From an optimization exercise on the open Yosys and OpenROAD flow, aimed at small area and a short achievable clock period; shortcuts taken in it are not production practice.
Only simulation tests tie the RTL to the original design; equivalence was not proved.
No activity file was given, so power comes from the tool's default toggle rates.

<file path="flow/config.mk">
export PLATFORM = sky130hd
export DESIGN_NAME = wavegen_top
export DESIGN_NICKNAME = wavegen_top
export VERILOG_FILES = /design/flow/design.v
export SDC_FILE = /design/flow/constraint.sdc
export NUM_CORES = 4
export LEC_CHECK = 0
export CAP_MARGIN = 20
export CORE_MARGIN = 2
export CORE_UTILIZATION = 55
export CTS_CLUSTER_DIAMETER = 250
export CTS_CLUSTER_SIZE = 25
export SETUP_SLACK_MARGIN = 4.75
export SLEW_MARGIN = 20
export TNS_END_PERCENT = 0
</file>
<file path="flow/constraint.sdc">
create_clock -name core_clock -period 7.0 [get_ports {clk}]
set_input_delay 1.4000 -clock core_clock [delete_from_list [all_inputs] [get_ports {clk}]]
set_output_delay 1.4000 -clock core_clock [all_outputs]
set_load 0.01 [all_outputs]
</file>
<file path="flow/design.v">
package wavegen_pkg;
    typedef enum logic [2:0] {
        NOP    = 3'd0,   
        LINE   = 3'd1,   
        INCR   = 3'd2,
        DECR   = 3'd3,
        JUMP   = 3'd4,   
        X_RECT = 3'd5,   
        Y_RECT = 3'd6    
    } opcode_e;
    typedef struct packed {
        opcode_e                op;
        logic [8-1:0] a;
        logic [8-1:0] b;
    } instr_t;
    typedef enum logic [2:0] {
        FETCH,
        P0,
        P1,
        P2,
        P3
    } phase_e;
    typedef enum logic [1:0] {
        HOLD,
        UP,
        DOWN
    } step_e;
endpackage
module program_regs
(
    input  logic                    clk,
    input  logic                    reset,
    input  logic                    wb_cyc,
    input  logic                    wb_stb,
    input  logic                    wb_we,
    input  logic [5-1:0] wb_adr,
    input  logic [32-1:0] wb_dat_w,
    output logic [32-1:0] wb_dat_r,
    output logic                    wb_ack,
    output logic                    run,
    output logic [18:0]             x_instr,
    input  logic [8-1:0] x_sel,
    output logic [18:0]             y_instr,
    input  logic [8-1:0] y_sel
);
    localparam int INSTR_W = 3 + 2 * 8;   
    localparam int DEPTH   = 8;
    logic [INSTR_W-1:0] x_mem [0:DEPTH-1];
    logic [INSTR_W-1:0] y_mem [0:DEPTH-1];
    logic               accept;
    logic               wr;
    logic               ctrl_hit;
    logic [DEPTH-1:0]   idx_hit;     
    logic [DEPTH-1:0]   x_hit, y_hit;
    logic [INSTR_W-1:0] wdata;
    logic [INSTR_W-1:0] rd_data;
    assign accept   = wb_cyc && wb_stb && !wb_ack;
    assign wr       = accept && wb_we;
    assign ctrl_hit = (wb_adr == 5'd0);
    always_comb begin
        for (int i = 0; i < DEPTH; i++) begin
            idx_hit[i] = (wb_adr[3-1:0] == i);
            x_hit[i]   = idx_hit[i] && wb_adr[4] && !wb_adr[3];
            y_hit[i]   = idx_hit[i] && wb_adr[4] &&  wb_adr[3];
        end
    end
    assign wdata = reset ? '0 : wb_dat_w[INSTR_W-1:0];
    always_ff @(posedge clk) begin
        for (int i = 0; i < DEPTH; i++) begin
            if (reset || (wr && x_hit[i])) begin
                x_mem[i] <= wdata;
            end
            if (reset || (wr && y_hit[i])) begin
                y_mem[i] <= wdata;
            end
        end
    end
    always_ff @(posedge clk) begin
        if (reset) begin
            run <= 1'b0;
        end else if (wr && ctrl_hit) begin
            run <= wb_dat_w[0];
        end
    end
    always_ff @(posedge clk) begin
        if (reset) begin
            wb_ack <= 1'b0;
        end else begin
            wb_ack <= accept;
        end
    end
    always_comb begin
        rd_data = '0;
        for (int i = 0; i < DEPTH; i++) begin
            rd_data = rd_data | ({INSTR_W{x_hit[i]}} & x_mem[i])
                              | ({INSTR_W{y_hit[i]}} & y_mem[i]);
        end
        rd_data[0] = rd_data[0] | (ctrl_hit & run);
    end
    always_ff @(posedge clk) begin
        wb_dat_r[INSTR_W-1:0] <= rd_data;
    end
    assign wb_dat_r[32-1:INSTR_W] = '0;
    always_comb begin
        x_instr = '0;
        y_instr = '0;
        for (int i = 0; i < DEPTH; i++) begin
            x_instr = x_instr | ({INSTR_W{x_sel[i]}} & x_mem[i]);
            y_instr = y_instr | ({INSTR_W{y_sel[i]}} & y_mem[i]);
        end
    end
endmodule
module wave_sequencer
(
    input  logic                   clk,
    input  logic                   reset,
    input  logic                   run,
    input  logic [18:0]            instr,        
    output logic [8-1:0] fetch_sel,  
    output logic [8-1:0] level
);
    logic                   fetch;
    logic [8-1:0] sel;
    logic                   ramp;
    logic                   up, dn;
    logic                   isrect, isy;
    logic [1:0]             ph;
    logic [7:0]             cnt;
    logic [7:0]             ra, rb;
    logic [2:0] op;
    logic [7:0] ia, ib;
    assign op = instr[18:16];
    assign ia = instr[15:8];
    assign ib = instr[7:0];
    assign fetch_sel = sel;
    logic [7:0] lvl_inc, lvl_dec;
    assign lvl_inc = level + 8'd1;
    assign lvl_dec = level - 8'd1;
    logic f;
    assign f = fetch || (ramp && level == rb);
    logic       n_fetch;
    logic       n_ramp;
    logic       n_up, n_dn;
    logic [1:0] n_ph;
    logic [7:0] n_cnt;
    logic [7:0] n_level;
    logic       ia_z, ia_le1, ib_z;
    assign ia_z    = (ia == 8'd0);
    assign ia_le1  = (ia[7:1] == 7'd0);
    assign ib_z    = (ib == 8'd0);
    logic       last;
    logic [7:0] len;
    logic [7:0] cnt_inc;
    logic [1:0] nph;
    logic [7:0] nlen;
    logic       nlen_z;
    assign len     = ph[0] ? rb : ra;
    assign cnt_inc = cnt + 8'd1;
    assign last    = (cnt_inc == len) || (len == 8'd0);
    assign nph     = ph + 2'd1;
    assign nlen   = nph[0] ? rb : ra;
    assign nlen_z = (nlen == 8'd0);
    always_comb begin
        n_fetch = 1'b0;
        n_ramp  = 1'b0;
        n_up    = up;
        n_dn    = dn;
        n_ph    = ph;
        n_cnt   = cnt_inc;
        n_level = level;
        if (f) begin
            n_up  = 1'b0;
            n_dn  = 1'b0;
            n_ph  = 2'd0;
            n_cnt = {7'd0, !ia_le1};
            case (op)
                3'd4: begin                          
                    n_level = ia;
                    n_fetch = 1'b1;
                end
                3'd1: begin                          
                    n_level = ia;
                    n_ramp  = 1'b1;
                end
                3'd2: begin                          
                    if (!ia_z) n_level = lvl_inc;
                    n_fetch = ia_le1;
                    n_up    = 1'b1;
                end
                3'd3: begin                          
                    if (!ia_z) n_level = lvl_dec;
                    n_fetch = ia_le1;
                    n_dn    = 1'b1;
                end
                3'd5: begin                          
                    if (!ia_z) n_level = lvl_inc;
                    if (ia_le1) begin
                        n_ph  = 2'd1;                
                    end else begin
                        n_up  = 1'b1;
                    end
                end
                3'd6: begin                          
                    if (ia_le1) begin
                        n_ph  = 2'd1;                
                        n_up  = !ib_z;
                    end
                end
                default: n_fetch = 1'b1;             
            endcase
        end else if (ramp) begin
            n_ramp  = 1'b1;
            n_level = (rb > level) ? lvl_inc : lvl_dec;
        end else begin
            if (up) n_level = lvl_inc;
            if (dn) n_level = lvl_dec;
            if (last) begin
                if (!isrect || ph == 2'd3) begin
                    n_fetch = 1'b1;
                end else begin
                    n_ph  = nph;
                    n_cnt = '0;
                    n_up  = !nlen_z && isy && (nph == 2'd1);
                    n_dn  = !nlen_z && (isy ? (nph == 2'd3) : (nph == 2'd2));
                end
            end
        end
    end
    always_ff @(posedge clk) begin
        if (reset || !run) begin
            fetch <= 1'b1;
            sel   <= {{(8-1){1'b0}}, 1'b1};
            level <= '0;
        end else begin
            fetch <= n_fetch;
            level <= n_level;
            if (f) sel <= {sel[8-2:0], sel[8-1]};
        end
    end
    always_ff @(posedge clk) begin
        ramp <= n_ramp;
        up   <= n_up;
        dn   <= n_dn;
        ph   <= n_ph;
        cnt  <= n_cnt;
        if (f) begin
            ra     <= ia;
            rb     <= ib;
            isrect <= (op == 3'd5) || (op == 3'd6);
            isy    <= (op == 3'd6);
        end
    end
endmodule
module wavegen_top (
    input  logic                    clk,
    input  logic                    reset,
    input  logic                    wb_cyc,
    input  logic                    wb_stb,
    input  logic                    wb_we,
    input  logic [5-1:0] wb_adr,
    input  logic [32-1:0] wb_dat_w,
    output logic [32-1:0] wb_dat_r,
    output logic                    wb_ack,
    output logic [8-1:0]  dac_x,
    output logic [8-1:0]  dac_y
);
    logic                      run;
    logic [18:0]               x_instr, y_instr;
    logic [8-1:0] x_sel, y_sel;
    program_regs prog_regs (
        .clk         (clk),
        .reset       (reset),
        .wb_cyc      (wb_cyc),
        .wb_stb      (wb_stb),
        .wb_we       (wb_we),
        .wb_adr      (wb_adr),
        .wb_dat_w    (wb_dat_w),
        .wb_dat_r    (wb_dat_r),
        .wb_ack      (wb_ack),
        .run         (run),
        .x_instr     (x_instr),
        .x_sel       (x_sel),
        .y_instr     (y_instr),
        .y_sel       (y_sel)
    );
    wave_sequencer x_seq (
        .clk       (clk),
        .reset     (reset),
        .run       (run),
        .instr     (x_instr),
        .fetch_sel (x_sel),
        .level     (dac_x)
    );
    wave_sequencer y_seq (
        .clk       (clk),
        .reset     (reset),
        .run       (run),
        .instr     (y_instr),
        .fetch_sel (y_sel),
        .level     (dac_y)
    );
endmodule
</file>
<file path="flow/flow/run.sh">
#!/bin/bash
# The standard layout (standard.sh), with the port buffers that ORFS's
# buffer_ports inserts made plain sky130_fd_sc_hd__buf_4 cells instead of the
# buffer it picks by default (a delay cell). Every port still gets its buffer.
set -euo pipefail
export BUFFER_PORTS_ARGS="-buffer_cell sky130_fd_sc_hd__buf_4"
bash standard.sh synth > synth.log 2>&1
bash standard.sh > layout.log 2>&1
</file>
<file path="flow/standard.sh">
#!/bin/bash
# synth_recipe.tcl (not shown) runs the flow's synth.tcl, then flattens the netlist and writes it again
# the make line also repeats each setting of config.mk as NAME=value (left out here)
make -C /OpenROAD-flow-scripts/flow DESIGN_CONFIG=/design/flow/config.mk WORK_HOME=/design/flow/orfs CLKGATE_MAP_FILE= SYNTH_SCRIPT=/design/flow/synth_recipe.tcl "${@:-finish}"
</file>
==> results.tsv, run 1 <==
stage	metric	value	unit
worst_setup_path	R2R setup slack	4.44	ns
global_route	met3 Usage GRT	9.620	%
min_path	WHS Endpoint	prog_regs.wb_ack	
cts	CTS Buf Count	20	
route	Antenna Nets Post-Route	0	
cts	clock latency (worst-skew pair)	0.57	ns
timing	setup ws final	4.440	ns
global_route	M1 GR Usage	48.72	%
timing	final worst-path cycle share	36.57	%
yosys	Ys Warns	5	
final_layout	fraction of layout cells with a size suffix above 1	25.58	%
place	Port Buffer Count	64	
timing	final hold slack	0.4543	ns
yosys	sequential area share after synthesis	63.17	%
worst_setup_path	R2R Path Start	x_seq.sel[4]	
final_layout	Core Util, Final	68.26	%
place	Final HPWL DP	36490	microns
yosys	Yosys reg bits	421	
place	GP Congestion	0.9145	
worst_setup_path	CP Data Arrival Time	3.00	ns
cts	H-tree levels	1	
cts	clk sink count	421	
route	vias per cell	7.227	
pwr	Pleak	7.951	nW
die	core box area	33700	sq um
worst_setup_path	CP Class	flip-flop to flip-flop	
timing	final hold vios	0	
worst_setup_path	crit path max-delay cell type	nand4_1	
pwr	PwrDens	214.0	nW/um^2
worst_setup_path	cell class contributing the biggest share of worst-path delay	compound AO/OA/AOI/OAI gates	
place	Setup WS pre-CTS	3.101	ns
worst_setup_path	Worst Reg-to-Reg Cells	8	
global_route	total gr overflow	0	
route	Post-route DRC	0	
timing	worst relative slew slack	29.91	%
route	DR vias	15310	
die	height of the die	189.3	microns
flow_run	Max-cap violations	0	
run_status	status	complete, no violations	
min_path	hold path start	prog_regs.wb_ack	
global_route	initial antenna violation count	3	
yosys	Distinct cells, synth	70	
cts	CTS clk-pin slew, worst paths	0.11	ns
worst_setup_path	CP endpoint kind	flip-flop	
route	WL final	69780	microns
worst_setup_path	Worst Path Buf+Inv	1	
die	initial cell density of the core	56.05	%
min_path	Worst Hold Class	flip-flop to flip-flop	
global_route	largest net degree at the start of global routing	40	
worst_setup_path	worst path cell trace	buf_4, a22oi_1, nand4_1, nand3_1, a21boi_2, mux2i_4, a221oi_1, o32ai_1	
timing	Worst Skew	0.02180	ns
yosys	syn_area_per_cell	12.93	sq um
global_route	GRT Util Overall	37.09	%
timing	total negative slack	0	ns
worst_setup_path	WP data required	7.44	ns
timing	Setup violations, final	0	
yosys	Post-Syn Area	18890	sq um
yosys	largest cells by area after synthesis	edfxtp_1 (56%), dfxtp_1 (7.5%), a22oi_1 (6.9%), a221oi_1 (3.2%), a22o_1 (2.7%)	
cts	CTS tree	built	
cts	Root Buffer	clkbuf_16	
timing	FMAX	390.6	MHz
route	drt first pass iters	7	
cts	clock buffer depth	3	
global_route	busiest layer in global routing	met2	
worst_setup_path	Startpoint Class	flip-flop	
yosys	Post-synth ARST share	0	%
route	Initial DRC Count	2478	
final_layout	Area Growth Syn to Fin	21.78	%
die	io pins	91	
worst_setup_path	Levels on crit path	8	
global_route	met2 GRT Util	57.19	%
global_route	number of global-route vias before repair	14290	
timing	worst-margin pin slew	1.049	ns
global_route	global-route wire length before repair	95910	microns
yosys	Top FF cell, synth	edfxtp_1	
worst_setup_path	CP max FO	21	
worst_setup_path	RR Endpoint	x_seq.level[5]	
worst_setup_path	Worst path max stage delay	0.35	ns
timing	Final min period	2.560	ns
yosys	Synth top area share	55.64	%
die	die area	35840	sq um
route	routed length per placed instance	32.95	microns
timing	RSZ-0062 raised after global routing	true	
yosys	Synth Instances	1461	
worst_setup_path	Worst Setup SP	x_seq.sel[4]	
final_layout	Total Nets Final	1724	
min_path	hold path depth	1	
die	Die X	189.3	microns
yosys	post-synth top area cell	edfxtp_1	
die	row cnt	67	
timing	Slew Limit Fails	0	
pwr	Max VDD drop	0.2159	mV
yosys	Post-synth EDFFs	350	
==> per-layer routing <==
layer	share of wire, %	wire (microns)
met5	0	0
met4	6.1	4234
met3	15	10170
met2	44	30800
met1	35	24570
==> cell type report <==
| class | count | area, sq um |
|---|---|---|
| tap | 448 | 560.5 |
| clock buffer | 35 | 599.3 |
| timing repair buffer | 256 | 2510 |
| sequential | 421 | 12010 |
| antenna | 1 | 2.502 |
| inverter | 36 | 147.6 |
| multi-input combinational | 921 | 7168 |
| fill | 2480 | 10700 |
==> synthesized netlist by cell type, types with 14 or more instances <==
| master | number |
|---|---|
| a22o_1 | 58 |
| nand3_1 | 20 |
| and3_1 | 14 |
| buf_2 | 15 |
| a21o_1 | 18 |
| o21ai_0 | 17 |
| inv_1 | 34 |
| nor4_1 | 16 |
| a221oi_1 | 69 |
| clkbuf_1 | 55 |
| buf_1 | 16 |
| nor2b_1 | 32 |
| xnor2_1 | 30 |
| nor2_1 | 60 |
| a22oi_1 | 173 |
| nor3_1 | 28 |
| ha_1 | 26 |
| a21oi_1 | 38 |
| nand2_1 | 75 |
| buf_4 | 16 |
| dfxtp_1 | 71 |
| edfxtp_1 | 350 |
| mux2i_1 | 26 |
| nand4_1 | 66 |
==> power by group <==
group	switching [mW]	total (mW)	internal [mW]	leakage [nW]
sequential	0.112	3.02	2.91	4.03
combinational	0.323	0.533	0.210	3.63
clock	0.781	1.37	0.590	0.286
total	1.22	4.92	3.71	7.95
==> kinds of logic (layout without fill, tap and decap cells) <==
kind of cell / count (synthesis) / count (layout) / synth area share, %
and+or+nand+nor: 347 / 354 / 9.592
muxes: 28 / 28 / 1.497
AOI/OAI and AO/OA: 455 / 456 / 18.55
xor gates and xnor gates: 44 / 44 / 2.259
adders and majority gates: 26 / 26 / 1.722
other: 1 / 14 / 0.01985
DFF: 421 / 421 / 63.17
buffers and inverters: 139 / 327 / 3.186
==> flip-flops by register name (all words and copies together) (netlist names), 2 cells and up <==
register	flops
prog_regs.x_mem	152
y_seq.level	8
prog_regs.y_mem	152
y_seq.cnt	8
prog_regs.wb_dat_r	19
x_seq.ra	8
x_seq.sel	8
x_seq.ph	2
y_seq.ph	2
y_seq.rb	8
x_seq.cnt	8
x_seq.rb	8
y_seq.ra	8
y_seq.sel	8
x_seq.level	8
==> stage by stage <==
| step | instance area (sq um) | total power [mW] | instances |
|---|---|---|---|
| floorplan | 19160 | 3.271 | 1473 |
| global placement | 19960 | 3.462 | 1910 |
| detailed placement | 19970 | 3.468 | 1910 |
| CTS | 22330 | 4.869 | 2085 |
| global route | 23000 | 5.039 | 2117 |
| finish | 23000 | 4.923 | 2118 |
==> worst register-to-register path, delay by kind of cell (launching register included) <==
family | cells | cell delay (ns)
AO/OA/AOI/OAI | 4 | 1.07
buffers and inverters | 1 | 0.26
flip-flops | 1 | 0.31
multiplexers | 1 | 0.15
AND/OR/NAND/NOR | 2 | 0.64
==> cell usage in the layout (no fill, tap or decap), types with 10 or more instances in the layout <==
| master | synthesis | layout |
|---|---|---|
| dfxtp_1 | 71 | 45 |
| nand2_1 | 75 | 69 |
| inv_1 | 34 | 27 |
| nor2b_1 | 32 | 31 |
| clkbuf_1 | 55 | 13 |
| dfxtp_4 | 0 | 20 |
| ha_1 | 26 | 23 |
| mux2i_1 | 26 | 25 |
| nand3_1 | 20 | 19 |
| a22oi_1 | 173 | 164 |
| xor2_1 | 11 | 11 |
| o21ai_0 | 17 | 15 |
| a221oi_1 | 69 | 68 |
| buf_12 | 0 | 33 |
| nor4_1 | 16 | 12 |
| nor2_4 | 0 | 19 |
| buf_6 | 0 | 12 |
| and3_1 | 14 | 12 |
| nor3_1 | 28 | 19 |
| nor2_1 | 60 | 47 |
| conb_1 | 1 | 13 |
| nand4_1 | 66 | 66 |
| a21o_4 | 0 | 16 |
| xnor2_1 | 30 | 29 |
| buf_4 | 16 | 203 |
| edfxtp_1 | 350 | 350 |
| clkbuf_16 | 0 | 29 |
| a22o_1 | 58 | 58 |
| a21oi_1 | 38 | 37 |
| a211oi_1 | 11 | 10 |
==> timing repair <==
action,4_1_cts,5_1_grt
setup buffers,132,25
setup endpoints to repair,649,710
gates resized for setup,139,72
gates cloned,8,7
hold buffers,0,0
pin swaps,42,19
==> how the worst max path moves through the flow <==
stage	slack, ns	endpoint
finish	4.44	x_seq.level[5]
global route	4.33	x_seq.level[6]
CTS	4.52	prog_regs.x_mem[0][5]
detailed placement	3.10	prog_regs.y_mem[4][12]
global placement	3.00	prog_regs.x_mem[7][12]
floorplan	4.26	prog_regs.y_mem[3][0]
==> run 2: changes to the inputs <==
--- a/flow/config.mk
+++ b/flow/config.mk
@@ -11,5 +11,5 @@
 export CTS_CLUSTER_DIAMETER = 250
 export CTS_CLUSTER_SIZE = 25
-export SETUP_SLACK_MARGIN = 4.75
+export SETUP_SLACK_MARGIN = 4.6
 export SLEW_MARGIN = 20
 export TNS_END_PERCENT = 0
==> results.tsv, run 2 <==
stage	metric	value	unit	change
run_status	status	complete, no violations		
worst_setup_path	R2R setup slack	4.48	ns	+0.04 ns
yosys	Yosys reg bits	421		unchanged
place	Final HPWL DP	36490	microns	unchanged
global_route	global-route wire length before repair	95740	microns	-0.17%
route	drt first pass iters	6		-1
place	Port Buffer Count	64		unchanged
timing	Final min period	2.576	ns	+0.01538 ns
global_route	initial antenna violation count	1		-2
yosys	most common cell in the netlist	edfxtp_1		
timing	total negative slack	0	ns	unchanged
timing	FMAX	388.3	MHz	-0.60%
final_layout	biggest registers after layout	prog_regs.x_mem x152, prog_regs.y_mem x152, prog_regs.wb_dat_r x19		
cts	CTS clk-pin slew, worst paths	0.10	ns	about the same
cts	H-tree levels	1		unchanged
die	initial cell density of the core	56.05	%	unchanged
min_path	hold path depth	1		unchanged
yosys	Post-synth EDFFs	350		unchanged
pwr	Pleak	7.839	nW	-1.4%
worst_setup_path	WP data required	7.27	ns	-0.17 ns
yosys	Synth Instances	1461		unchanged
cts	Root Buffer	clkbuf_16		
route	DR vias	15140		-1.1%
timing	Slew Limit Fails	0		unchanged
final_layout	Total Nets Final	1708		-0.93%
worst_setup_path	CP max FO	10		-52%
yosys	Distinct cells, synth	70		unchanged
worst_setup_path	CP Class	input pin to flip-flop		
cts	clock buffer depth	3		unchanged
final_layout	Non-Filler Instances	2101		-0.80%
place	GP Congestion	0.9145		unchanged
timing	Worst Skew	0.02052	ns	-0.001285 ns
die	io pins	91		unchanged
route	vias per cell	7.207		-0.27%
min_path	Worst Hold Class	flip-flop to flip-flop		
route	WL final	68760	microns	-1.5%
pwr	PwrDens	216.2	nW/um^2	+1.0%
yosys	sequential area share after synthesis	63.17	%	unchanged
global_route	GRT Util Overall	37.02	%	-0.069 points
die	die area	35840	sq um	unchanged
cts	CTS tree	built		
final_layout	Area Growth Syn to Fin	20.51	%	
final_layout	fraction of layout cells with a size suffix above 1	24.50	%	-1.1 points
cts	clk sink count	421		unchanged
cts	CTS Hold Bufs	0		unchanged
yosys	Post-synth ARST share	0	%	unchanged
final_layout	commonest cells after routing, fill and taps aside	edfxtp_1 (350), buf_4 (193), a22oi_1 (161)		
global_route	total gr overflow	0		unchanged
worst_setup_path	Worst Reg-to-Reg Cells	8		unchanged
global_route	number of global-route vias before repair	14240		-0.39%
timing	worst-margin pin slew	1.061	ns	+0.01132 ns
yosys	post-synth top area cell	edfxtp_1		
place	cell total after placement	1910		unchanged
yosys	Synth top area share	55.64	%	unchanged
yosys	largest cells by area after synthesis	edfxtp_1 (56%), dfxtp_1 (7.5%), a22oi_1 (6.9%), a221oi_1 (3.2%), a22o_1 (2.7%)		
final_layout	final instance area	22760	sq um	-1.0%
timing	RSZ-0062 raised after global routing	true		
cts	clock latency (worst-skew pair)	0.57	ns	about the same
pwr	Max VDD drop	0.2183	mV	+1.1%
yosys	Post-Syn Area	18890	sq um	unchanged
final_layout	diodes inserted	0		-1
timing	final worst-path cycle share	36.79	%	+0.22 points
route	routed length per placed instance	32.73	microns	-0.66%
die	height of the die	189.3	microns	unchanged
worst_setup_path	CP endpoint kind	flip-flop		
die	Die X	189.3	microns	unchanged
worst_setup_path	Startpoint Class	input pin		
yosys	syn_area_per_cell	12.93	sq um	unchanged
route	Post-route DRC	0		unchanged
worst_setup_path	CP Data Arrival Time	2.84	ns	-0.16 ns
final_layout	commonest non-fill, non-tap cell in the layout	edfxtp_1		
timing	Setup violations, final	0		unchanged
route	Antenna Nets Post-Route	0		unchanged
die	core box area	33700	sq um	unchanged
route	Initial DRC Count	2385		-3.8%
timing	worst relative slew slack	29.15	%	-0.76 points
place	Placed Instance Area	19970	sq um	unchanged
flow_run	Max-cap violations	0		unchanged
final_layout	Core Util, Final	67.54	%	-0.71 points
yosys	Ys Warns	5		unchanged
global_route	largest net degree at the start of global routing	40		unchanged
yosys	synth cell count leaders	edfxtp_1 (350), a22oi_1 (173), nand2_1 (75), dfxtp_1 (71), a221oi_1 (69)		
yosys	Top FF cell, synth	edfxtp_1		
timing	final hold vios	0		unchanged
die	row cnt	67		unchanged
cts	CTS Buf Count	20		unchanged
final_layout	fill cell count	2507		+1.1%
-- run 2: cells by family after synthesis --
| kind of cell | Yosys count | synth area share [%] |
|---|---|---|
| and+or+nand+nor | 347 | 9.592 |
| muxes | 28 | 1.497 |
| other | 1 | 0.01985 |
| AOI/OAI and AO/OA | 455 | 18.55 |
| DFF | 421 | 63.17 |
| xor gates and xnor gates | 44 | 2.259 |
| adders and majority gates | 26 | 1.722 |
| buffers and inverters | 139 | 3.186 |
-- run 2: through the flow --
stage	hold WS [ns]	power [mW]	setup slack [ns]
final	0.4546	4.921	4.424
after global routing	0.4854	5.032	4.376
after CTS	0.4532	4.866	4.502
after detailed placement	0.4347	3.468	3.101
after global placement	0.4295	3.462	3.001
after floorplan	0.4708	3.271	4.258
-- run 2: repair_timing --
action	CTS	global route
gates resized for setup	128	67
gates cloned	8	5
setup endpoints to repair	427	511
endpoints found under the hold margin	0	0
buffers inserted	122	21
pin swaps	40	18
-- run 2: final timing paths --
| check | startpoint | to |
|---|---|---|
| setup / recovery | wb_adr[4] | prog_regs.y_mem[4][4] |
| hold / removal | prog_regs.wb_ack | prog_regs.wb_ack |
| setup reg to reg | y_seq.sel[0] | y_seq.level[5] |
| hold reg to reg | prog_regs.wb_ack | prog_regs.wb_ack |
-- run 2: routing by layer --
layer  routed length [microns]  vias to the layer above  track usage (%)
met5                        20                        -                0
met4                      4033                        2            18.01
met3                      9132                      272            9.880
met2                     30530                     1185            57.24
met1                     25050                     7417            48.74
li1                          -                     6266                -
-- run 2: where the power goes --
part | internal (mW) | leakage, nW | switching, mW
Clock | 0.590 | 0.286 | 0.786
Combinational | 0.206 | 3.52 | 0.319
Sequential | 2.91 | 4.03 | 0.111
Total | 3.70 | 7.84 | 1.22
-- run 2: area by class of cell --
type | count | area [sq um] | share of cell area [%]
Clock buffer | 35 | 599.3 | 2.633
Timing Repair Buffer | 240 | 2321 | 10.20
Multi-Input combinational cell | 921 | 7133 | 31.34
Inverter | 36 | 147.6 | 0.6486
Sequential cell | 421 | 12000 | 52.72
Tap cell | 448 | 560.5 | 2.463
-- run 2: critical path: stages --
cell     delay, ns
buf_4         0.13
nor2b_2       0.28
nand2_4       0.16
nor2_4        0.20
buf_4         0.30
a21o_4        0.20
buf_12        0.16
==> run 3: changes to the inputs <==
--- a/flow/config.mk
+++ b/flow/config.mk
@@ -8,5 +8,5 @@
 export CAP_MARGIN = 20
 export CORE_MARGIN = 2
-export CORE_UTILIZATION = 55
+export CORE_UTILIZATION = 60
 export CTS_CLUSTER_DIAMETER = 250
 export CTS_CLUSTER_SIZE = 25
==> results.tsv, run 3 <==
stage	metric	value	unit	change
timing	Setup violations, final	0		unchanged
worst_setup_path	CP Class	input pin to flip-flop		
cts	clock latency (worst-skew pair)	0.57	ns	about the same
place	Port Buffer Count	64		unchanged
yosys	Post-Syn Area	18890	sq um	unchanged
yosys	Post-Synth Adder-Cell Area	1.722	%	unchanged
global_route	global-route wire length before repair	94580	microns	-1.2%
min_path	WHS Endpoint	prog_regs.wb_ack		
yosys	Synth top area share	55.64	%	unchanged
timing	RSZ-0062 raised after global routing	true		
worst_setup_path	worst path cell trace	buf_4, nand2_2, nor3_4, buf_4, a21o_4, buf_12		
final_layout	diodes inserted	0		unchanged
die	io pins	91		unchanged
route	drt first pass iters	7		+1
timing	Worst Skew	0.04030	ns	+0.01979 ns
yosys	Post-Synth XOR/XNOR Area	2.259	%	unchanged
worst_setup_path	Worst Reg-to-Reg Cells	6		-2
yosys	Synth Area in Compound Gates	18.55	%	unchanged
yosys	largest cells by area after synthesis	edfxtp_1 (56%), dfxtp_1 (7.5%), a22oi_1 (6.9%), a221oi_1 (3.2%), a22o_1 (2.7%)		
pwr	PwrDens	218.4	nW/um^2	+1.0%
die	row cnt	64		-4.5%
worst_setup_path	R2R setup slack	4.43	ns	-0.05 ns
min_path	hold path depth	1		unchanged
final_layout	fill cell count	2058		-18%
cts	CTS clk-pin slew, worst paths	0.10	ns	about the same
global_route	number of global-route vias before repair	14310		+0.48%
route	Initial DRC Count	2586		+8.4%
timing	final hold vios	0		unchanged
yosys	Ys Warns	5		unchanged
final_layout	Non-Filler Instances	2028		-3.5%
place	cell total after placement	1857		-2.8%
final_layout	multi-input logic area	7093	sq um	-0.56%
timing	setup ws final	4.304	ns	-0.1201 ns
route	routed length per placed instance	32.94	microns	+0.66%
yosys	synth cell count leaders	edfxtp_1 (350), a22oi_1 (173), nand2_1 (75), dfxtp_1 (71), a221oi_1 (69)		
yosys	simple-gate share of the synthesized area	9.592	%	unchanged
final_layout	commonest cells after routing, fill and taps aside	edfxtp_1 (350), a22oi_1 (173), buf_4 (172)		
route	DR vias	15230		+0.55%
cts	clk sink count	421		unchanged
place	GP Congestion	0.9449		+3.3%
global_route	GRT Util Overall	39.72	%	+2.7 points
yosys	Post-synth ARST share	0	%	unchanged
pwr	Pleak	7.703	nW	-1.7%
cts	clock buffer depth	3		unchanged
timing	worst-margin pin slew	1.088	ns	+0.02738 ns
route	Antenna Nets Post-Route	0		unchanged
min_path	Worst Hold Class	flip-flop to flip-flop		
place	Setup WS pre-CTS	3.198	ns	+0.09715 ns
route	vias per cell	7.508		+4.2%
worst_setup_path	CP Data Arrival Time	2.95	ns	+0.11 ns
die	die area	32920	sq um	-8.2%
global_route	initial antenna violation count	0		-1
yosys	mux contribution to synthesized area	1.497	%	unchanged
global_route	largest net degree at the start of global routing	40		unchanged
global_route	total gr overflow	0		unchanged
yosys	Post-synth EDFFs	350		unchanged
timing	worst relative slew slack	27.32	%	-1.8 points
flow_run	Max-cap violations	0		unchanged
worst_setup_path	RR Endpoint	y_seq.up		
die	initial cell density of the core	61.27	%	+5.2 points
final_layout	Sequential Area	11980	sq um	-0.14%
timing	final hold slack	0.4686	ns	+0.01394 ns
worst_setup_path	Startpoint Class	input pin		
worst_setup_path	CP max FO	15		+5
timing	final worst-path cycle share	38.51	%	+1.7 points
timing	Slew Limit Fails	0		unchanged
pwr	Max VDD drop	0.2182	mV	about the same
yosys	largest family of logic cells by synthesized area	compound AO/OA/AOI/OAI gates		
yosys	syn_area_per_cell	12.93	sq um	unchanged
worst_setup_path	CP endpoint kind	flip-flop		
cts	CTS Hold Bufs	0		unchanged
min_path	hold path start	prog_regs.wb_ack		
worst_setup_path	WP data required	7.25	ns	-0.02 ns
cts	Root Buffer	clkbuf_16		
yosys	Distinct cells, synth	70		unchanged
die	core box area	30830	sq um	-8.5%
cts	CTS tree	built		
run_status	status	complete, no violations		
worst_setup_path	most frequent CP cell	buf_4		
yosys	Yosys reg bits	421		unchanged
final_layout	fraction of layout cells with a size suffix above 1	22.79	%	-1.7 points
final_layout	Area Growth Syn to Fin	18.63	%	
die	height of the die	181.4	microns	-4.2%
timing	FMAX	371.0	MHz	-4.5%
worst_setup_path	R2R Path Start	y_seq.cnt[2]		
yosys	Synth Instances	1461		unchanged
yosys	sequential area share after synthesis	63.17	%	unchanged
yosys	Top FF cell, synth	edfxtp_1		
final_layout	commonest non-fill, non-tap cell in the layout	edfxtp_1		
cts	H-tree levels	1		unchanged
worst_setup_path	Worst path max stage delay	0.37	ns	+0.07 ns
route	WL final	66810	microns	-2.8%
timing	Final min period	2.696	ns	+0.1201 ns
place	Final HPWL DP	35320	microns	-3.2%
yosys	post-synth top area cell	edfxtp_1		
die	Die X	181.4	microns	-4.2%
route	Post-route DRC	0		unchanged
timing	total negative slack	0	ns	unchanged
yosys	most common cell in the netlist	edfxtp_1		
cts	CTS Buf Count	20		unchanged
worst_setup_path	crit path max-delay cell type	buf_4		
final_layout	biggest registers after layout	prog_regs.x_mem x152, prog_regs.y_mem x152, prog_regs.wb_dat_r x19		
final_layout	Total Nets Final	1686		-1.3%
[run 3: final cells by class]
cell class | instances | share of cell area, %
timing repair buffer | 218 | 9.286
clock buffer | 34 | 2.468
sequential | 421 | 53.48
multi-input combinational | 921 | 31.66
inverter | 36 | 0.6868
clock inverter | 2 | 0.2066
tap | 396 | 2.211
[run 3: timing repair]
action / in CTS / in global routing
gates cloned: 10 / 0
pin swaps: 34 / 10
buffers inserted: 109 / 16
gates resized for setup: 110 / 61
endpoints found under the setup margin: 429 / 505
hold endpoints to repair: 0 / 0
[run 3: worst max path at each step]
| stage | to | depth (start not counted) | from | slack (ns) |
|---|---|---|---|---|
| 2_1_floorplan | prog_regs.y_mem[3][0] | 6 | wb_adr[2] | 4.26 |
| 3_3_place_gp | prog_regs.y_mem[6][15] | 4 | wb_adr[3] | 3.22 |
| 3_5_place_dp | prog_regs.y_mem[6][8] | 4 | wb_adr[3] | 3.20 |
| 4_1_cts | dac_x[3] | 2 | x_seq.level[3] | 4.44 |
| 5_1_grt | x_seq.level[7] | 8 | x_seq.sel[1] | 4.33 |
| 6_report | prog_regs.x_mem[7][1] | 6 | wb_adr[0] | 4.30 |
[run 3: logic make-up (layout without fill, tap and decap cells)]
family / Yosys count / after routing
AOI/OAI and AO/OA: 455 / 455
xor gates and xnor gates: 44 / 44
adders and majority gates: 26 / 26
buffers and inverters: 139 / 290
DFF: 421 / 421
muxes: 28 / 28
other: 1 / 13
and+or+nand+nor: 347 / 355
[run 3: critical path, delay by kind of cell]
kind / cells / cell delay (ns)
compound gates: 1 / 0.21
buf+inv: 3 / 0.69
simple gates: 2 / 0.61
[run 3: report_power, final]
group / leakage (nW) / total, mW / internal, mW / switching [mW]
Sequential: 4.03 / 3.02 / 2.91 / 0.110
Combinational: 3.39 / 0.510 / 0.195 / 0.315
Clock: 0.284 / 1.36 / 0.587 / 0.775
Total: 7.70 / 4.89 / 3.69 / 1.20
[run 3: per-layer routing]
| metal | share of wire [%] | vias to the layer above | GRT usage (%) |
|---|---|---|---|
| li1 | - | 6213 | - |
| met1 | 34 | 7305 | 50.34 |
| met2 | 44 | 1380 | 60.98 |
| met3 | 15 | 328 | 13.12 |
| met4 | 6.9 | 0 | 21.40 |
| met5 | 0 | - | 0 |
[run 3: metrics by stage]
step | total power [mW] | utilization (%) | area (sq um)
after floorplan | 3.271 | - | 19160
after global placement | 3.452 | 64.53 | 19900
after detailed placement | 3.465 | 64.53 | 19900
after CTS | 4.851 | 71.51 | 22050
after global routing | 5.012 | 72.68 | 22410
final | 4.894 | 72.68 | 22410
==> run 4: changes to the inputs <==
--- a/flow/config.mk
+++ b/flow/config.mk
@@ -8,5 +8,5 @@
 export CAP_MARGIN = 20
 export CORE_MARGIN = 2
-export CORE_UTILIZATION = 60
+export CORE_UTILIZATION = 50
 export CTS_CLUSTER_DIAMETER = 250
 export CTS_CLUSTER_SIZE = 25
==> results.tsv, run 4 <==
stage	metric	value	unit	change
timing	final hold vios	0		unchanged
final_layout	Non-Filler Instances	2134		+5.2%
worst_setup_path	most frequent CP cell	buf_4		
final_layout	Area Growth Syn to Fin	17.85	%	
flow_run	Max-cap violations	0		unchanged
die	row cnt	71		+11%
timing	Worst Skew	0.02552	ns	-0.01478 ns
worst_setup_path	CP Data Arrival Time	3.12	ns	+0.17 ns
cts	clock buffer depth	3		unchanged
timing	worst-margin pin slew	1.121	ns	+0.03306 ns
route	vias per cell	6.927		-7.7%
yosys	Post-synth EDFFs	350		unchanged
place	Setup WS pre-CTS	3.354	ns	+0.1560 ns
die	io pins	91		unchanged
pwr	PwrDens	219.4	nW/um^2	+0.45%
global_route	initial antenna violation count	0		unchanged
run_status	status	complete, no violations		
worst_setup_path	CP max FO	10		-5
final_layout	commonest non-fill, non-tap cell in the layout	edfxtp_1		
route	drt first pass iters	6		-1
timing	Final min period	2.634	ns	-0.06169 ns
global_route	total gr overflow	0		unchanged
die	core box area	37400	sq um	+21%
yosys	Post-Synth Adder-Cell Area	1.722	%	unchanged
timing	Slew Limit Fails	0		unchanged
worst_setup_path	Startpoint Class	input pin		
cts	CTS tree	built		
pwr	Design Power	4.884	mW	-0.20%
route	Initial DRC Count	2264		-12%
final_layout	fraction of layout cells with a size suffix above 1	21.50	%	-1.3 points
final_layout	multi-input logic area	7007	sq um	-1.2%
yosys	syn_area_per_cell	12.93	sq um	unchanged
pwr	Max VDD drop	0.1971	mV	-9.7%
place	Port Buffer Count	64		unchanged
worst_setup_path	WP data required	7.49	ns	+0.24 ns
timing	FMAX	379.7	MHz	+2.3%
worst_setup_path	cell class contributing the biggest share of worst-path delay	simple AND/OR/NAND/NOR gates		
final_layout	fill cell count	2933		+43%
place	GP Congestion	0.9048		-4.2%
worst_setup_path	Worst Path Buf+Inv	2		-1
final_layout	Core Util, Final	59.52	%	-13 points
global_route	global-route wire length before repair	93670	microns	-0.96%
cts	clock latency (worst-skew pair)	0.56	ns	about the same
global_route	number of global-route vias before repair	13790		-3.6%
global_route	GRT Util Overall	33.39	%	-6.3 points
timing	Setup violations, final	0		unchanged
cts	Root Buffer	clkbuf_16		
yosys	Ys Warns	5		unchanged
yosys	Post-Synth XOR/XNOR Area	2.259	%	unchanged
die	height of the die	198.4	microns	+9.3%
cts	CTS Buf Count	20		unchanged
worst_setup_path	CP endpoint kind	flip-flop		
timing	final worst-path cycle share	37.63	%	-0.88 points
yosys	most common cell in the netlist	edfxtp_1		
yosys	Distinct cells, synth	70		unchanged
place	cell total after placement	1974		+6.3%
final_layout	commonest cells after routing, fill and taps aside	edfxtp_1 (350), buf_4 (178), a22oi_1 (172)		
yosys	Synth Area in Compound Gates	18.55	%	unchanged
yosys	Yosys reg bits	421		unchanged
yosys	mux contribution to synthesized area	1.497	%	unchanged
route	Antenna Nets Post-Route	0		unchanged
route	Post-route DRC	0		unchanged
worst_setup_path	Worst path max stage delay	0.50	ns	+0.13 ns
worst_setup_path	worst path cell trace	buf_4, or3_4, buf_4, nor2_4, a222oi_1, and3_1, nand4_1		
yosys	largest cells by area after synthesis	edfxtp_1 (56%), dfxtp_1 (7.5%), a22oi_1 (6.9%), a221oi_1 (3.2%), a22o_1 (2.7%)		
timing	total negative slack	0	ns	unchanged
yosys	post-synth top area cell	edfxtp_1		
place	Final HPWL DP	36120	microns	+2.3%
yosys	synth cell count leaders	edfxtp_1 (350), a22oi_1 (173), nand2_1 (75), dfxtp_1 (71), a221oi_1 (69)		
yosys	Post-Syn Area	18890	sq um	unchanged
cts	clk sink count	421		unchanged
yosys	Top FF cell, synth	edfxtp_1		
final_layout	Total Nets Final	1677		-0.53%
worst_setup_path	CP Class	input pin to flip-flop		
cts	H-tree levels	1		unchanged
final_layout	biggest registers after layout	prog_regs.x_mem x152, prog_regs.y_mem x152, prog_regs.wb_dat_r x19		
cts	CTS clk-pin slew, worst paths	0.10	ns	about the same
yosys	Post-synth ARST share	0	%	unchanged
final_layout	Sequential Area	11970	sq um	about the same
timing	setup ws final	4.366	ns	+0.06169 ns
timing	worst relative slew slack	25.11	%	-2.2 points
route	routed length per placed instance	31.19	microns	-5.3%
worst_setup_path	crit path max-delay cell type	nor2_4		
yosys	largest family of logic cells by synthesized area	compound AO/OA/AOI/OAI gates		
final_layout	diodes inserted	0		unchanged
yosys	Synth Instances	1461		unchanged
route	WL final	66550	microns	-0.39%
route	DR vias	14780		-2.9%
die	initial cell density of the core	50.50	%	-11 points
global_route	largest net degree at the start of global routing	40		unchanged
die	Die X	198.4	microns	+9.3%
yosys	simple-gate share of the synthesized area	9.592	%	unchanged
yosys	Synth top area share	55.64	%	unchanged
pwr	Pleak	7.573	nW	-1.7%
place	Placed Instance Area	20050	sq um	+0.77%
timing	final hold slack	0.4609	ns	-0.007672 ns
yosys	sequential area share after synthesis	63.17	%	unchanged
timing	RSZ-0062 raised after global routing	true		
die	die area	39350	sq um	+20%
final_layout	final instance area	22260	sq um	-0.65%
min_path	Worst Hold Class	flip-flop to flip-flop		
run 4: cell count changes in the layout (fill, tap and decap cells not counted), sizes merged:
cell    before  now
buf        217  210
bufbuf       1    0
bufinv       1    0
clkbuf      34   36
inv         33   32
nor2        68   67
run 4: worst register-to-register path, stage by stage, from the launching register on:
cell and delay [ns]:
dfxtp_1 0.33, buf_4 0.39, a22oi_1 0.25, and4_2 0.33, nand3_1 0.17, a21boi_1 0.35, mux2i_4 0.20, a211oi_1 0.33
o32ai_1 0.11
run 4: final cells by class:
| type | count | area share (%) |
|---|---|---|
| clock buffers | 36 | 2.709 |
| inverters | 36 | 0.6970 |
| multi-input cells | 920 | 31.48 |
| flip-flops and latches | 421 | 53.79 |
| well taps | 511 | 2.872 |
| repair buffers | 210 | 8.459 |
run 4: layer usage:
layer  share of wire (%)  global-route usage, %  vias up
li1                    -                      -     6195
met1                  37                  43.76     7226
met2                  46                  53.19     1118
met3                  12                  7.460      243
met4                 5.3                  15.29        0
met5                   0                      0        -
run 4: timing repair:
| item | CTS | global route |
|---|---|---|
| gates resized for setup | 96 | 26 |
| setup endpoints to repair | 464 | 600 |
| hold buffers | 0 | 0 |
| buffers inserted | 97 | 19 |
| pin swaps | 35 | 14 |
| gates cloned | 8 | 0 |
run 4: final timing paths:
path | start | to | slack (ns) | cells after the start
worst min register to register | prog_regs.wb_ack | prog_regs.wb_ack | 0.46 | 1
worst max-delay path | wb_adr[0] | prog_regs.wb_dat_r[3] | 4.37 | 7
worst min-delay path | prog_regs.wb_ack | prog_regs.wb_ack | 0.46 | 1
worst max register to register | x_seq.sel[3] | x_seq.level[5] | 4.42 | 8
run 4: cells by family after synthesis:
kind of cell / Yosys count
xor gates and xnor gates: 44
buffers and inverters: 139
and+or+nand+nor: 347
other: 1
muxes: 28
AOI/OAI and AO/OA: 455
DFF: 421
adders and majority gates: 26
run 4: power by group:
part | switching (mW) | internal, mW
registers | 0.108 | 2.91
logic | 0.308 | 0.189
clock network | 0.775 | 0.592
total | 1.19 | 3.69
==> run 5: changes to the inputs <==
==> flow/run.sh (new file) <==
#!/bin/bash
# synth_recipe.tcl (not shown) runs the flow's synth.tcl, then flattens the netlist and writes it again
# the make line also repeats each setting of config.mk as NAME=value (left out here)
make -C /OpenROAD-flow-scripts/flow DESIGN_CONFIG=/design/flow/config.mk WORK_HOME=/design/flow/orfs CLKGATE_MAP_FILE= SYNTH_SCRIPT=/design/flow/synth_recipe.tcl finish
--- a/flow/config.mk
+++ b/flow/config.mk
@@ -8,5 +8,5 @@
 export CAP_MARGIN = 20
 export CORE_MARGIN = 2
-export CORE_UTILIZATION = 50
+export CORE_UTILIZATION = 55
 export CTS_CLUSTER_DIAMETER = 250
 export CTS_CLUSTER_SIZE = 25
removed: flow/flow/run.sh
removed: flow/standard.sh
==> results.tsv, run 5 <==
stage	metric	value	unit	change
yosys	Post-synth EDFFs	350		unchanged
pwr	PwrDens	212.3	nW/um^2	-3.3%
yosys	most common cell in the netlist	edfxtp_1		
place	Placed Instance Area	20150	sq um	+0.51%
worst_setup_path	Worst Path Buf+Inv	1		-1
pwr	internal power	3.736	mW	+1.2%
route	Post-route DRC	0		unchanged
worst_setup_path	CP Class	input pin to flip-flop		
die	io pins	91		unchanged
yosys	Distinct cells, synth	70		unchanged
timing	final hold slack	0.4267	ns	-0.03417 ns
final_layout	diodes inserted	0		unchanged
worst_setup_path	worst path cell trace	clkdlybuf4s50_1, nor2b_1		
route	Antenna Nets Post-Route	0		unchanged
die	initial cell density of the core	56.05	%	+5.5 points
min_path	hold path depth	1		unchanged
yosys	Post-synth ARST share	0	%	unchanged
min_path	Worst Hold Class	flip-flop to flip-flop		
pwr	Switching Fraction	24.66	%	+0.27 points
global_route	total gr overflow	0		unchanged
die	Die X	189.3	microns	-4.6%
cts	Root Buffer	clkbuf_16		
yosys	sequential area share after synthesis	63.17	%	unchanged
global_route	busiest layer in global routing	met2		
worst_setup_path	CP Data Arrival Time	2.86	ns	-0.26 ns
yosys	post-synth top area cell	edfxtp_1		
pwr	Design Power	4.959	mW	+1.5%
cts	CTS Buf Count	20		unchanged
worst_setup_path	Worst path max stage delay	0.87	ns	+0.37 ns
global_route	GRT Util Overall	38.62	%	+5.2 points
cts	clock latency (worst-skew pair)	0.57	ns	about the same
cts	clk sink count	421		unchanged
yosys	syn_area_per_cell	12.93	sq um	unchanged
timing	setup ws final	4.363	ns	-0.003450 ns
timing	FMAX	379.2	MHz	-0.13%
die	core box area	33700	sq um	-9.9%
route	Initial DRC Count	2685		+19%
final_layout	commonest non-fill, non-tap cell in the layout	edfxtp_1		
worst_setup_path	WP data required	7.22	ns	-0.27 ns
final_layout	commonest cells after routing, fill and taps aside	edfxtp_1 (350), buf_4 (175), a22oi_1 (168)		
place	GP Congestion	0.8945		-1.1%
yosys	Top FF cell, synth	edfxtp_1		
final_layout	Total Nets Final	1767		+5.4%
yosys	Post-Syn Area	18890	sq um	unchanged
run_status	status	complete, no violations		
yosys	Ys Warns	5		unchanged
yosys	Yosys reg bits	421		unchanged
die	row cnt	67		-5.6%
route	WL final	69800	microns	+4.9%
timing	Setup violations, final	0		unchanged
timing	worst relative slew slack	28.75	%	+3.6 points
global_route	M1 GR Usage	49.17	%	+5.4 points
pwr	Switch Pwr	1.223	mW	+2.6%
timing	worst-margin pin slew	1.067	ns	-0.05447 ns
yosys	Synth top area share	55.64	%	unchanged
pwr	Pleak	8.161	nW	+7.8%
yosys	largest cells by area after synthesis	edfxtp_1 (56%), dfxtp_1 (7.5%), a22oi_1 (6.9%), a221oi_1 (3.2%), a22o_1 (2.7%)		
global_route	largest net degree at the start of global routing	40		unchanged
pwr	Max VDD drop	0.1855	mV	-5.9%
timing	final worst-path cycle share	37.68	%	+0.049 points
die	die area	35840	sq um	-8.9%
final_layout	fraction of layout cells with a size suffix above 1	24.28	%	+2.8 points
timing	RSZ-0062 raised after global routing	true		
global_route	number of global-route vias before repair	15050		+9.1%
pwr	clock power share	27.6	%	-0.4 points
cts	clock buffer depth	3		unchanged
cts	H-tree levels	1		unchanged
route	routed length per placed instance	32.30	microns	+3.6%
die	height of the die	189.3	microns	-4.6%
global_route	met2 GRT Util	58.23	%	+5.0 points
route	DR vias	15640		+5.8%
timing	final hold vios	0		unchanged
final_layout	biggest registers after layout	prog_regs.x_mem x152, prog_regs.y_mem x152, prog_regs.wb_dat_r x19		
global_route	global-route wire length before repair	99680	microns	+6.4%
worst_setup_path	Worst Reg-to-Reg Cells	9		+1
global_route	initial antenna violation count	0		unchanged
place	Port Buffer Count	64		unchanged
place	Setup WS pre-CTS	2.495	ns	-0.8592 ns
yosys	Synth Instances	1461		unchanged
yosys	synth cell count leaders	edfxtp_1 (350), a22oi_1 (173), nand2_1 (75), dfxtp_1 (71), a221oi_1 (69)		
worst_setup_path	crit path max-delay cell type	nor2b_1		
final_layout	final instance area	23360	sq um	+4.9%
timing	Worst Skew	0.02383	ns	-0.001692 ns
worst_setup_path	CP max FO	16		+6
timing	total negative slack	0	ns	unchanged
pwr	Reg power frac	60.9	%	-0.9 points
worst_setup_path	cell class contributing the biggest share of worst-path delay	simple AND/OR/NAND/NOR gates		
route	vias per cell	7.235		+4.4%
final_layout	Area Growth Syn to Fin	23.68	%	
worst_setup_path	Levels on crit path	2		-5
worst_setup_path	CP endpoint kind	flip-flop		
timing	Final min period	2.637	ns	+0.003450 ns
pwr	Gate power share	11.5	%	+1.3 points
timing	Slew Limit Fails	0		unchanged
global_route	met3 Usage GRT	12.18	%	+4.7 points
flow_run	Max-cap violations	0		unchanged
worst_setup_path	Startpoint Class	input pin		
place	Final HPWL DP	37210	microns	+3.0%
cts	CTS tree	built		
route	drt first pass iters	6		unchanged
cts	CTS clk-pin slew, worst paths	0.10	ns	about the same
-- run 5: path summary, 6_finish.rpt --
kind	start	endpoint	slack [ns]
worst max-delay path	wb_dat_w[0]	prog_regs.y_mem[3][0]	4.36
worst min-delay path	prog_regs.wb_ack	prog_regs.wb_ack	0.43
worst max register to register	y_seq.sel[2]	y_seq.level[1]	4.45
worst min register to register	prog_regs.wb_ack	prog_regs.wb_ack	0.43
-- run 5: layer usage --
metal	vias to the layer above	wire, microns	share of wire [%]
met2	1423	30340	43
met5	-	0	0
met1	7449	23810	34
met3	385	10410	15
li1	6378	-	-
met4	0	5236	7.5
-- run 5: kinds of logic after synthesis --
family,count (synthesis),share of synthesized area [%]
buffers and inverters,139,3.186
AND/OR/NAND/NOR,347,9.592
multiplexers,28,1.497
XOR/XNOR,44,2.259
AO/OA/AOI/OAI,455,18.55
flip-flops,421,63.17
adder cells (fa/ha/maj),26,1.722
other,1,0.01985
-- run 5: per-stage QoR --
step,utilization [%],std cells
after global routing,69.32,2161
after CTS,68.42,2145
after global placement,59.78,1913
final,69.32,2161
after detailed placement,59.80,1913
after floorplan,-,1473
-- run 5: power by group through the flow --
stage	registers (mW)	clock network, mW	logic, mW
6_report	3.02	1.37	0.569
5_1_grt	3.03	1.47	0.590
4_1_cts	3.01	1.38	0.527
3_5_place_dp	3.08	0	0.406
3_3_place_gp	3.07	0	0.401
2_1_floorplan	3.04	0	0.230
-- run 5: cell type report --
class / count / area, sq um
clock buffer: 36 / 603.1
fill: 2395 / 10340
inverter: 36 / 147.6
multi-input combinational: 921 / 7132
sequential: 421 / 12000
tap: 448 / 560.5
timing repair buffer: 299 / 2922
-- run 5: timing repair --
item	CTS	global route
setup buffers	186	15
gates resized for setup	265	41
setup endpoints to repair	532	709
gates cloned	10	1
pin swaps	50	16
hold buffers	0	0
==> run 6: changes to the inputs <==
--- a/flow/config.mk
+++ b/flow/config.mk
@@ -11,5 +11,5 @@
 export CTS_CLUSTER_DIAMETER = 250
 export CTS_CLUSTER_SIZE = 25
-export SETUP_SLACK_MARGIN = 4.6
+export SETUP_SLACK_MARGIN = 4.4
 export SLEW_MARGIN = 20
 export TNS_END_PERCENT = 0
==> results.tsv, run 6 <==
stage	metric	value	unit	change
cts	clock latency (worst-skew pair)	0.56	ns	about the same
route	WL final	67170	microns	-3.8%
worst_setup_path	Levels on crit path	8		+6
place	Port Buffer Count	64		unchanged
final_layout	commonest cells after routing, fill and taps aside	edfxtp_1 (350), a22oi_1 (173), buf_4 (113)		
timing	FMAX	349.8	MHz	-7.7%
worst_setup_path	cell class contributing the biggest share of worst-path delay	simple AND/OR/NAND/NOR gates		
place	GP Congestion	0.8945		unchanged
die	height of the die	189.3	microns	unchanged
yosys	Post-synth EDFFs	350		unchanged
worst_setup_path	CP Data Arrival Time	3.33	ns	+0.47 ns
die	core box area	33700	sq um	unchanged
yosys	post-synth top area cell	edfxtp_1		
place	Setup WS pre-CTS	2.495	ns	unchanged
yosys	Ys Warns	5		unchanged
pwr	PwrDens	220.4	nW/um^2	+3.9%
worst_setup_path	Worst Path Buf+Inv	2		+1
route	Antenna Nets Post-Route	0		unchanged
yosys	syn_area_per_cell	12.93	sq um	unchanged
timing	final worst-path cycle share	40.84	%	+3.2 points
timing	Worst Skew	0.01931	ns	-0.004517 ns
worst_setup_path	Worst Reg-to-Reg Cells	8		-1
timing	Slew Limit Fails	0		unchanged
route	routed length per placed instance	32.40	microns	+0.32%
global_route	total gr overflow	0		unchanged
die	Die X	189.3	microns	unchanged
yosys	Yosys reg bits	421		unchanged
worst_setup_path	CP max FO	7		-9
yosys	most common cell in the netlist	edfxtp_1		
global_route	largest net degree at the start of global routing	40		unchanged
pwr	Switch Pwr	1.208	mW	-1.2%
die	die area	35840	sq um	unchanged
final_layout	fill cell count	2497		+4.3%
pwr	Reg power frac	61.5	%	+0.6 points
route	vias per cell	7.226		-0.13%
timing	setup ws final	4.142	ns	-0.2210 ns
pwr	Pleak	7.625	nW	-6.6%
route	DR vias	14980		-4.2%
global_route	initial antenna violation count	1		+1
final_layout	commonest non-fill, non-tap cell in the layout	edfxtp_1		
yosys	Distinct cells, synth	70		unchanged
yosys	Synth top area share	55.64	%	unchanged
timing	final hold vios	0		unchanged
cts	CTS tree	built		
final_layout	Non-Filler Instances	2073		-4.1%
min_path	hold path depth	1		unchanged
yosys	sequential area share after synthesis	63.17	%	unchanged
cts	CTS Hold Bufs	0		unchanged
die	io pins	91		unchanged
global_route	global-route wire length before repair	95560	microns	-4.1%
global_route	GRT Util Overall	37.03	%	-1.6 points
worst_setup_path	CP endpoint kind	flip-flop		
worst_setup_path	CP Class	input pin to flip-flop		
cts	CTS clk-pin slew, worst paths	0.10	ns	about the same
timing	worst-margin pin slew	1.055	ns	-0.01175 ns
yosys	synth cell count leaders	edfxtp_1 (350), a22oi_1 (173), nand2_1 (75), dfxtp_1 (71), a221oi_1 (69)		
route	Initial DRC Count	2414		-10%
yosys	largest cells by area after synthesis	edfxtp_1 (56%), dfxtp_1 (7.5%), a22oi_1 (6.9%), a221oi_1 (3.2%), a22o_1 (2.7%)		
die	row cnt	67		unchanged
worst_setup_path	Worst path max stage delay	0.40	ns	-0.47 ns
cts	Root Buffer	clkbuf_16		
global_route	number of global-route vias before repair	14140		-6.0%
yosys	Post-synth ARST share	0	%	unchanged
timing	RSZ-0062 raised after global routing	true		
final_layout	Core Util, Final	66.12	%	-3.2 points
final_layout	Area Growth Syn to Fin	17.98	%	
route	Post-route DRC	0		unchanged
place	cell total after placement	1913		unchanged
cts	clock buffer depth	3		unchanged
pwr	clock power share	28.1	%	+0.5 points
worst_setup_path	Startpoint Class	input pin		
yosys	Synth Instances	1461		unchanged
cts	clk sink count	421		unchanged
cts	H-tree levels	1		unchanged
cts	CTS Buf Count	20		unchanged
worst_setup_path	crit path max-delay cell type	dlygate4sd2_1		
die	initial cell density of the core	56.05	%	unchanged
place	Final HPWL DP	37210	microns	unchanged
pwr	internal power	3.704	mW	-0.84%
run_status	status	complete, no violations		
pwr	Gate power share	10.4	%	-1.1 points
route	drt first pass iters	7		+1
worst_setup_path	worst path cell trace	dlygate4sd2_1, nor2b_4, nand2_4, nor3_4, buf_4, a22oi_1, and3_1, nand4_1		
pwr	Max VDD drop	0.1847	mV	-0.44%
flow_run	Max-cap violations	0		unchanged
min_path	Worst Hold Class	flip-flop to flip-flop		
timing	Setup violations, final	0		unchanged
yosys	Top FF cell, synth	edfxtp_1		
final_layout	fraction of layout cells with a size suffix above 1	16.56	%	-7.7 points
final_layout	biggest registers after layout	prog_regs.x_mem x152, prog_regs.y_mem x152, prog_regs.wb_dat_r x19		
pwr	Switching Fraction	24.59	%	-0.067 points
final_layout	Total Nets Final	1678		-5.0%
timing	Final min period	2.858	ns	+0.2210 ns
worst_setup_path	WP data required	7.47	ns	+0.25 ns
timing	total negative slack	0	ns	unchanged
yosys	Post-Syn Area	18890	sq um	unchanged
timing	worst relative slew slack	29.54	%	+0.79 points
run 6: power by group through the flow:
stage / clock network (mW) / registers [mW] / logic (mW)
4_1_cts: 1.38 / 3.02 / 0.472
6_report: 1.38 / 3.02 / 0.511
3_3_place_gp: 0 / 3.07 / 0.401
5_1_grt: 1.47 / 3.04 / 0.532
3_5_place_dp: 0 / 3.08 / 0.406
2_1_floorplan: 0 / 3.04 / 0.230
run 6: per-stage QoR:
stage                     area (sq um)  total power [mW]  hold slack [ns]
after floorplan                  19160             3.271           0.4708
after global placement           20150             3.474           0.4299
after detailed placement         20150             3.482           0.4412
after CTS                        21980             4.862           0.4554
after global routing             22280             5.037           0.4936
final                            22280             4.912           0.4542
run 6: cell families (layout without fill, tap and decap cells):
| group | count (synthesis) | count (layout) | synth area share (%) |
|---|---|---|---|
| and+or+nand+nor | 347 | 354 | 9.592 |
| buffers and inverters | 139 | 283 | 3.186 |
| other | 1 | 14 | 0.01985 |
| muxes | 28 | 28 | 1.497 |
| AOI/OAI and AO/OA | 455 | 455 | 18.55 |
| adders and majority gates | 26 | 26 | 1.722 |
| DFF | 421 | 421 | 63.17 |
| xor gates and xnor gates | 44 | 44 | 2.259 |
run 6: area by class of cell:
class	instances	area [sq um]	area share [%]
Multi-Input combinational cell	920	6944	31.16
Antenna cell	1	2.502	0.01123
Tap cell	448	560.5	2.515
Inverter	36	146.4	0.6569
Timing Repair Buffer	211	2053	9.214
Sequential cell	421	11970	53.73
Clock buffer	36	603.1	2.706
run 6: worst paths after layout:
check             slack (ns)             start                      to
setup / recovery        4.14         wb_adr[4]  prog_regs.wb_dat_r[18]
hold / removal          0.45  prog_regs.wb_ack        prog_regs.wb_ack
setup reg to reg        4.21      x_seq.sel[3]          x_seq.level[4]
hold reg to reg         0.45  prog_regs.wb_ack        prog_regs.wb_ack
run 6: repair_timing:
item	4_1_cts	5_1_grt
setup endpoints to repair	404	419
setup buffers	91	24
pin swaps	24	12
gates resized for setup	97	34
cloned	8	0
endpoints found under the hold margin	0	0
run 6: routing by layer:
layer | track usage [%] | routed length (microns) | vias to the layer above
met4 | 19.44 | 4003 | 0
met1 | 48.89 | 24160 | 7237
met2 | 55.68 | 29460 | 1256
li1 | - | - | 6198
met3 | 10.94 | 9548 | 288
met5 | 0 | 0 | -

==> afterwards: timing with drivers on the ports <==
In the flow no input, the clock included, has a driving cell. The finished layouts below were timed again as built, in two steps.
Step 1: set_driving_cell puts a clkbuf_16 on clk and a buf_2 on each other input, an assumption about the parent block.
Step 2 moves the port delays by t, midway between the first and last clock arrival at a register: inputs arrive t later, outputs are due t later. That takes back most of the time a late clock gives input paths.
a / b / c = ideal / step 1 / step 2; a / b = the first two.
| run | t, ns | setup slack, ns | hold WS [ns] | worst register clock-pin slew, ns |
|---|---|---|---|---|
| run 1 | 0.617 | 4.440 / 4.440 / 3.862 | 0.454 / 0.454 / 0.454 | 0.11 / 0.11 |
| run 2 | 0.609 | 4.424 / 4.428 / 3.836 | 0.455 / 0.455 / 0.455 | 0.11 / 0.11 |
| run 3 | 0.603 | 4.304 / 4.331 / 3.728 | 0.469 / 0.469 / 0.469 | 0.11 / 0.11 |
| run 4 | 0.602 | 4.366 / 4.334 / 3.793 | 0.461 / 0.461 / 0.461 | 0.11 / 0.11 |
| run 5 | 0.609 | 4.363 / 4.388 / 3.780 | 0.427 / 0.427 / 0.427 | 0.11 / 0.11 |
| run 6 | 0.603 | 4.142 / 4.105 / 3.571 | 0.454 / 0.454 / 0.454 | 0.11 / 0.11 |
After both steps setup and hold are still met in every run listed. The setup slack of run 2, which loses most, moves by +0.004 ns with the drivers and by -0.588 ns with both steps.
